What follows belongs to an exercise in optimizing a design on an open flow for small area and a short achievable clock period; a production flow would make more cautious choices.
Function was checked by simulation only, so behaviour that the tests miss may differ from the original.
Power and IR drop assume default switching activity.

Setup of the baseline:
==> flow/design.v <==
`default_nettype none
module pkt_fifo #(
    parameter int fifo_depth = 32,
    parameter int word_w     = 33
) (
    input  wire                            clk,
    input  wire                            wr_en,
    input  wire  [fifo_depth-1:0]          wr_sel,
    input  wire  [word_w-1:0]              wr_word,
    input  wire  [$clog2(fifo_depth)-1:0]  rd_addr,
    output logic [word_w-1:0]              rd_word
);
    logic [word_w-1:0] mem [fifo_depth];
    always_ff @(posedge clk) begin
        for (int i = 0; i < fifo_depth; i++) begin
            if (wr_en && wr_sel[i]) begin
                mem[i] <= wr_word;
            end
        end
    end
    assign rd_word = mem[rd_addr];
endmodule
`default_nettype wire
`default_nettype none
module pkt_classifier #(
    parameter int num_prio = 4,
    parameter int data_w   = 32,
    parameter int len_w    = 8,
    parameter int fw_w     = 6
) (
    input  wire                        clk,
    input  wire                        rst,
    input  wire                        in_sop,
    input  wire                        in_eop,
    input  wire                        in_vld,
    input  wire  [data_w-1:0]          in_data,
    input  wire  [num_prio-1:0]        prio_en,
    input  wire  [num_prio*fw_w-1:0]   free_words,
    output logic [num_prio-1:0]        q_vld,
    output logic [1:0]                 q_sel,
    output logic                       q_eop,
    output logic                       drop
);
    logic [2:0]       hdr_prio;
    logic [len_w-1:0] hdr_len;
    logic [num_prio-1:0] fit;
    logic keep_now;
    logic keep_cur;
    logic       in_pkt;
    logic       keep_q;
    logic [1:0] sel_q;
    assign hdr_prio = in_data[data_w-1 -: 3];
    assign hdr_len  = in_data[data_w-4 -: len_w];
    for (genvar g = 0; g < num_prio; g++) begin : g_fit
        assign fit[g] = prio_en[g] && (len_w'(free_words[g*fw_w +: fw_w]) >= hdr_len);
    end
    assign keep_now = !hdr_prio[2] && fit[hdr_prio[1:0]];
    assign keep_cur = in_sop ? keep_now : (in_pkt && keep_q);
    assign q_sel    = in_sop ? hdr_prio[1:0] : sel_q;
    assign q_eop    = in_vld && keep_cur && in_eop;
    for (genvar g = 0; g < num_prio; g++) begin : g_steer
        assign q_vld[g] = in_vld && keep_cur && (q_sel == 2'(g));
    end
    always_ff @(posedge clk) begin
        if (rst) begin
            in_pkt <= 1'b0;
            drop   <= 1'b0;
        end else begin
            drop <= in_vld && in_sop && !keep_now;
            if (in_vld) begin
                in_pkt <= in_sop ? !in_eop : (in_pkt && !in_eop);
            end
        end
    end
    always_ff @(posedge clk) begin
        if (in_vld && in_sop) begin
            keep_q <= keep_now;
            sel_q  <= hdr_prio[1:0];
        end
    end
endmodule
`default_nettype wire
`default_nettype none
module strict_sched #(
    parameter int num_prio = 4,
    parameter int word_w   = 33
) (
    input  wire                        clk,
    input  wire                        rst,
    input  wire  [num_prio-1:0]        pkt_avail,
    input  wire  [num_prio*word_w-1:0] nxt_word,
    input  wire  [num_prio-1:0]        nxt_byp,
    input  wire  [word_w-1:0]          s_word,
    output logic [num_prio-1:0]        q_load,
    output logic                       take,
    output logic [1:0]                 grant,
    input  wire                        out_ready,
    output logic                       out_sop,
    output logic                       out_eop,
    output logic                       out_vld,
    output logic [word_w-2:0]          out_data,
    output logic                       fwd
);
    logic             busy;
    logic             lock;
    logic             last;
    logic [1:0]       hi_idx;
    logic [1:0]       sel;
    logic [word_w-1:0] word_n;
    logic [word_w-1:0] word_a;
    logic [word_w-1:0] word_b;
    assign out_vld = busy;
    assign {out_eop, out_data} = word_a;
    assign take    = busy && out_ready;
    assign lock    = !busy && (|pkt_avail);
    assign last    = take && out_eop;
    always_comb begin
        hi_idx = '0;
        for (int i = 0; i < num_prio; i++) begin
            if (pkt_avail[i]) begin
                hi_idx = 2'(i);
            end
        end
    end
    assign sel    = busy ? grant : hi_idx;
    assign word_n = nxt_byp[sel] ? s_word : nxt_word[sel*word_w +: word_w];
    for (genvar g = 0; g < num_prio; g++) begin : g_load
        assign q_load[g] = (lock || (take && !out_eop)) && (sel == 2'(g));
    end
    always_ff @(posedge clk) begin
        word_a <= (lock || take) ? word_n : word_b;
        word_b <= (lock || take) ? word_n : word_a;
        if (lock) begin
            grant <= hi_idx;
        end
        out_sop <= lock || (out_sop && !take);
    end
    always_ff @(posedge clk) begin
        if (rst) begin
            busy <= 1'b0;
            fwd  <= 1'b0;
        end else begin
            fwd <= last;
            if (lock) begin
                busy <= 1'b1;
            end else if (last) begin
                busy <= 1'b0;
            end
        end
    end
endmodule
`default_nettype wire
`default_nettype none
module pq_regs #(
    parameter int num_prio = 4,
    parameter int data_w   = 32,
    parameter int addr_w   = 4,
    parameter int cnt_w    = 16
) (
    input  wire                 clk,
    input  wire                 rst,
    input  wire                 psel,
    input  wire                 penable,
    input  wire                 pwrite,
    input  wire  [addr_w-1:0]   paddr,
    input  wire  [data_w-1:0]   pwdata,
    output logic [data_w-1:0]   prdata,
    output logic                pready,
    output logic                pslverr,
    input  wire                 drop,
    input  wire                 fwd,
    input  wire  [num_prio-1:0] pkt_avail_next,
    output logic [num_prio-1:0] prio_en
);
    logic [cnt_w-1:0] drop_cnt;
    logic [cnt_w-1:0] fwd_cnt;
    logic [cnt_w-1:0] drop_cnt_d;
    logic [cnt_w-1:0] fwd_cnt_d;
    logic [cnt_w-1:0] drop_cnt_1;
    logic [cnt_w-1:0] fwd_cnt_1;
    logic [num_prio-1:0] prio_en_d;
    logic [cnt_w-1:0] rd_d;
    logic access;
    logic wr_ctrl;
    logic wr_drop;
    logic wr_fwd;
    logic drop_up;
    logic fwd_up;
    assign access = psel && penable;
    assign pready = 1'b1;
    assign wr_ctrl = access && pwrite && (paddr == 4'h0);
    assign wr_drop = access && pwrite && (paddr == 4'h8);
    assign wr_fwd  = access && pwrite && (paddr == 4'hc);
    assign drop_cnt_1 = drop_cnt + 1'b1;
    assign fwd_cnt_1  = fwd_cnt + 1'b1;
    assign drop_up    = drop && (drop_cnt != '1);
    assign fwd_up     = fwd && (fwd_cnt != '1);
    assign prio_en_d  = rst ? '1 : wr_ctrl ? pwdata[num_prio-1:0] : prio_en;
    assign drop_cnt_d = rst ? '0 : wr_drop ? cnt_w'(drop) :
                        (({cnt_w{drop_up}} & drop_cnt_1) | ({cnt_w{!drop_up}} & drop_cnt));
    assign fwd_cnt_d  = rst ? '0 : wr_fwd ? cnt_w'(fwd) :
                        (({cnt_w{fwd_up}} & fwd_cnt_1) | ({cnt_w{!fwd_up}} & fwd_cnt));
    always_ff @(posedge clk) begin
        prio_en  <= prio_en_d;
        drop_cnt <= drop_cnt_d;
        fwd_cnt  <= fwd_cnt_d;
    end
    always_comb begin
        case (paddr)
            4'h0:    rd_d = cnt_w'(prio_en);
            4'h4:    rd_d = cnt_w'(pkt_avail_next);
            4'h8:    rd_d = ({cnt_w{drop_up}} & drop_cnt_1) | ({cnt_w{!drop_up}} & drop_cnt);
            4'hc:    rd_d = ({cnt_w{fwd_up}} & fwd_cnt_1) | ({cnt_w{!fwd_up}} & fwd_cnt);
            default: rd_d = '0;
        endcase
    end
    always_ff @(posedge clk) begin
        prdata[cnt_w-1:0] <= rd_d;
        pslverr           <= (paddr[1:0] != 2'b00);
    end
    assign prdata[data_w-1:cnt_w] = '0;
endmodule
`default_nettype wire
`default_nettype none
module pq_top #(
    parameter int num_prio   = 4,
    parameter int fifo_depth = 32
) (
    input  wire           clk,
    input  wire           rst,
    input  wire           in_sop,
    input  wire           in_eop,
    input  wire           in_vld,
    input  wire  [31:0]   in_data,
    output logic          out_sop,
    output logic          out_eop,
    output logic          out_vld,
    output logic [31:0]   out_data,
    input  wire           out_ready,
    input  wire           psel,
    input  wire           penable,
    input  wire           pwrite,
    input  wire  [3:0]    paddr,
    input  wire  [31:0]   pwdata,
    output logic [31:0]   prdata,
    output logic          pready,
    output logic          pslverr
);
    localparam int data_w = 32;
    localparam int word_w = data_w + 1;
    localparam int aw     = $clog2(fifo_depth);
    localparam int fw_w   = aw + 1;
    logic [num_prio-1:0]       wr;
    logic [1:0]                wr_sel;
    logic                      wr_eop;
    logic                      drop;
    logic                      fwd;
    logic [num_prio-1:0]       prio_en;
    logic [fw_w-1:0]           wptr [num_prio];
    logic [fw_w-1:0]           wptr_t [num_prio];
    logic [fw_w-1:0]           pkt_cnt [num_prio];
    logic [fw_w-1:0]           free [num_prio];
    logic [num_prio-1:0]       avail;
    logic [num_prio-1:0]       avail_next;
    logic [num_prio*fw_w-1:0]  free_words;
    logic [num_prio-1:0]       s_we;
    logic [fifo_depth-1:0]     s_oh;
    logic [word_w-1:0]         s_word;
    logic [num_prio*word_w-1:0] nxt_flat;
    logic [num_prio-1:0]       nxt_byp;
    logic [num_prio-1:0]       q_load;
    logic                      take;
    logic [1:0]                grant;
    pq_regs #(.num_prio(num_prio)) i_regs (
        .clk(clk), .rst(rst),
        .psel(psel), .penable(penable), .pwrite(pwrite),
        .paddr(paddr), .pwdata(pwdata),
        .prdata(prdata), .pready(pready), .pslverr(pslverr),
        .drop(drop), .fwd(fwd), .pkt_avail_next(avail_next), .prio_en(prio_en)
    );
    pkt_classifier #(.num_prio(num_prio), .fw_w(fw_w)) i_cls (
        .clk(clk), .rst(rst),
        .in_sop(in_sop), .in_eop(in_eop), .in_vld(in_vld), .in_data(in_data),
        .prio_en(prio_en), .free_words(free_words),
        .q_vld(wr), .q_sel(wr_sel), .q_eop(wr_eop), .drop(drop)
    );
    always_ff @(posedge clk) begin
        if (rst) begin
            s_we <= '0;
        end else begin
            s_we <= wr;
        end
        for (int i = 0; i < fifo_depth; i++) begin
            s_oh[i] <= (wptr_t[wr_sel][aw-1:0] == aw'(i));
        end
        s_word  <= {in_eop, in_data};
    end
    for (genvar g = 0; g < num_prio; g++) begin : g_q
        logic dec;
        logic rd;
        logic s_inc;
        logic ge2;
        logic [fw_w-1:0]   free_t;
        logic [fw_w-1:0]   cnt_t;
        logic [aw-1:0]     ra;
        logic [word_w-1:0] rd_word;
        logic [word_w-1:0] nxt;
        pkt_fifo #(.fifo_depth(fifo_depth), .word_w(word_w)) i_fifo (
            .clk(clk),
            .wr_en(s_we[g]), .wr_sel(s_oh), .wr_word(s_word),
            .rd_addr(ra), .rd_word(rd_word)
        );
        assign s_inc     = s_we[g] && s_word[word_w-1];
        assign wptr_t[g] = wptr[g] + fw_w'(s_we[g]);
        assign free_t    = free[g] - fw_w'(s_we[g]);
        assign cnt_t     = pkt_cnt[g] + fw_w'(s_inc);
        assign free_words[g*fw_w +: fw_w] = free_t;
        assign rd  = take && (grant == 2'(g));
        assign dec = rd && out_eop;
        assign ge2 = (pkt_cnt[g] > fw_w'(1)) || ((pkt_cnt[g] == fw_w'(1)) && s_inc);
        assign avail_next[g] = (wr[g] && in_eop) || ge2 || (avail[g] && !dec);
        logic byp_h;
        logic byp_l;
        logic [aw-1:0] wa;
        assign wa = wptr_t[g][aw-1:0];
        assign nxt_byp[g] = byp_h;
        assign nxt_flat[g*word_w +: word_w] = nxt;
        always_ff @(posedge clk) begin
            if (rst) begin
                wptr[g]    <= '0;
                pkt_cnt[g] <= '0;
                free[g]    <= fw_w'(fifo_depth);
                avail[g]   <= 1'b0;
                ra         <= aw'(1);
            end else begin
                wptr[g]    <= wptr_t[g];
                pkt_cnt[g] <= cnt_t - fw_w'(dec);
                free[g]    <= free_t + fw_w'(rd);
                avail[g]   <= avail_next[g];
                ra         <= ra + aw'(q_load[g]);
            end
        end
        always_ff @(posedge clk) begin
            if (rst) begin
                byp_h <= 1'b0;
                byp_l <= 1'b0;
            end else begin
                byp_h <= wr[g] && (q_load[g] ? (wa == ra) : (wa == ra - 1'b1));
                byp_l <= wr[g] && (q_load[g] ? (wa == ra + 1'b1) : (wa == ra));
            end
        end
        always_ff @(posedge clk) begin
            if (q_load[g]) begin
                nxt <= byp_l ? s_word : rd_word;
            end else if (nxt_byp[g]) begin
                nxt <= s_word;
            end
        end
    end
    strict_sched #(.num_prio(num_prio), .word_w(word_w)) i_sched (
        .clk(clk), .rst(rst),
        .pkt_avail(avail), .nxt_word(nxt_flat), .nxt_byp(nxt_byp), .s_word(s_word),
        .q_load(q_load), .take(take), .grant(grant), .out_ready(out_ready),
        .out_sop(out_sop), .out_eop(out_eop), .out_vld(out_vld),
        .out_data(out_data), .fwd(fwd)
    );
endmodule
`default_nettype wire
clock: 8.0 ns
lec_check: 0
cap_margin: 20
core_margin: 2
core_utilization: 55
setup_slack_margin: 4.8
slew_margin: 20
run.sh (not shown) runs the stock make flow with config.mk's settings and CLKGATE_MAP_FILE= SYNTH_SCRIPT=/design/flow/synth_recipe.tcl, a recipe that flattens the netlist after the stock synthesis.
The inputs of the candidate differ from those of the baseline as listed below.
--- a/flow/design.v
+++ b/flow/design.v
@@ -208,8 +208,8 @@
     always_comb begin
         case (paddr)
-            4'h0:    rd_d = cnt_w'(prio_en);
+            4'h0:    rd_d = cnt_w'(prio_en_d);
             4'h4:    rd_d = cnt_w'(pkt_avail_next);
-            4'h8:    rd_d = ({cnt_w{drop_up}} & drop_cnt_1) | ({cnt_w{!drop_up}} & drop_cnt);
-            4'hc:    rd_d = ({cnt_w{fwd_up}} & fwd_cnt_1) | ({cnt_w{!fwd_up}} & fwd_cnt);
+            4'h8:    rd_d = drop_cnt_d;
+            4'hc:    rd_d = fwd_cnt_d;
             default: rd_d = '0;
         endcase
@@ -265,4 +265,6 @@
     logic [num_prio*fw_w-1:0]  free_words;
     logic [num_prio-1:0]       s_we;
+    logic [aw-1:0]             s_addr;
+    logic [aw-1:0]             s_addr1;
     logic [fifo_depth-1:0]     s_oh;
     logic [word_w-1:0]         s_word;
@@ -291,4 +293,6 @@
             s_we <= wr;
         end
+        s_addr  <= wptr_t[wr_sel][aw-1:0];
+        s_addr1 <= wptr_t[wr_sel][aw-1:0] + 1'b1;
         for (int i = 0; i < fifo_depth; i++) begin
             s_oh[i] <= (wptr_t[wr_sel][aw-1:0] == aw'(i));
@@ -320,9 +324,5 @@
         assign ge2 = (pkt_cnt[g] > fw_w'(1)) || ((pkt_cnt[g] == fw_w'(1)) && s_inc);
         assign avail_next[g] = (wr[g] && in_eop) || ge2 || (avail[g] && !dec);
-        logic byp_h;
-        logic byp_l;
-        logic [aw-1:0] wa;
-        assign wa = wptr_t[g][aw-1:0];
-        assign nxt_byp[g] = byp_h;
+        assign nxt_byp[g] = s_we[g] && (s_addr1 == ra);
         assign nxt_flat[g*word_w +: word_w] = nxt;
         always_ff @(posedge clk) begin
@@ -342,15 +342,6 @@
         end
         always_ff @(posedge clk) begin
-            if (rst) begin
-                byp_h <= 1'b0;
-                byp_l <= 1'b0;
-            end else begin
-                byp_h <= wr[g] && (q_load[g] ? (wa == ra) : (wa == ra - 1'b1));
-                byp_l <= wr[g] && (q_load[g] ? (wa == ra + 1'b1) : (wa == ra));
-            end
-        end
-        always_ff @(posedge clk) begin
             if (q_load[g]) begin
-                nxt <= byp_l ? s_word : rd_word;
+                nxt <= (s_we[g] && (s_addr == ra)) ? s_word : rd_word;
             end else if (nxt_byp[g]) begin
                 nxt <= s_word;
## What came out
sky130_fd_sc_hd__a221oi_2 as the slowest stage cell on the critical path was reported by the candidate, and sky130_fd_sc_hd__nor2_1 by the baseline. In the candidate relative to the baseline, net count of the finished layout had gone down by a few percent. Relative to the baseline, the candidate improves switching power of the nets. Diff the baseline -> the candidate | filler cell count | down by a few percent. Global routing met1 resource utilization is lower on the candidate. Looking at number of stages on the worst hold path, the candidate sits above the baseline. Going from the baseline to the candidate, first-pass iteration count of the detailed router shows an increase of 1, flip-flop and latch count shows no meaningful change, via count shows a reduction of 9606, synthesized-area fraction occupied by and/or/nand/nor cells shows an increase of 1.2 points, count of antenna diodes in the layout shows a reduction of 27. Setup slack: the candidate < the baseline. Changes observed in the candidate relative to the baseline: multi-input combinational cell area dropped 16%, worst setup slack after placement climbed 0.35 ns, wire length dropped about 13%.

[what the ideal ports hide]
How much do the figures lean on ideal ports? The routed layouts below were timed once more, with nothing changed but the port constraints.
Step 1: set_driving_cell puts a clkbuf_16 on clk and a buf_2 on each other input, an assumption about the parent block.
Step 2 times the ports against the registers' clock, not the clock port: input delays grow and output delays shrink by t, the midpoint of the rising clock arrivals with the driver on.
a / b / c = no drivers / after step 1 / after step 2; a / b = the first two.
run	t (ns)	slack for setup (ns)	worst data-port slew with drivers (ns)
the baseline	1.118	4.659 / 4.659 / 3.855	0.09
the candidate	1.089	4.573 / 4.573 / 3.897	0.09
After both steps setup and hold are still met in every run listed. The setup slack of the baseline, which loses most, moves by 0.000 ns with the drivers and by -0.804 ns with both steps.
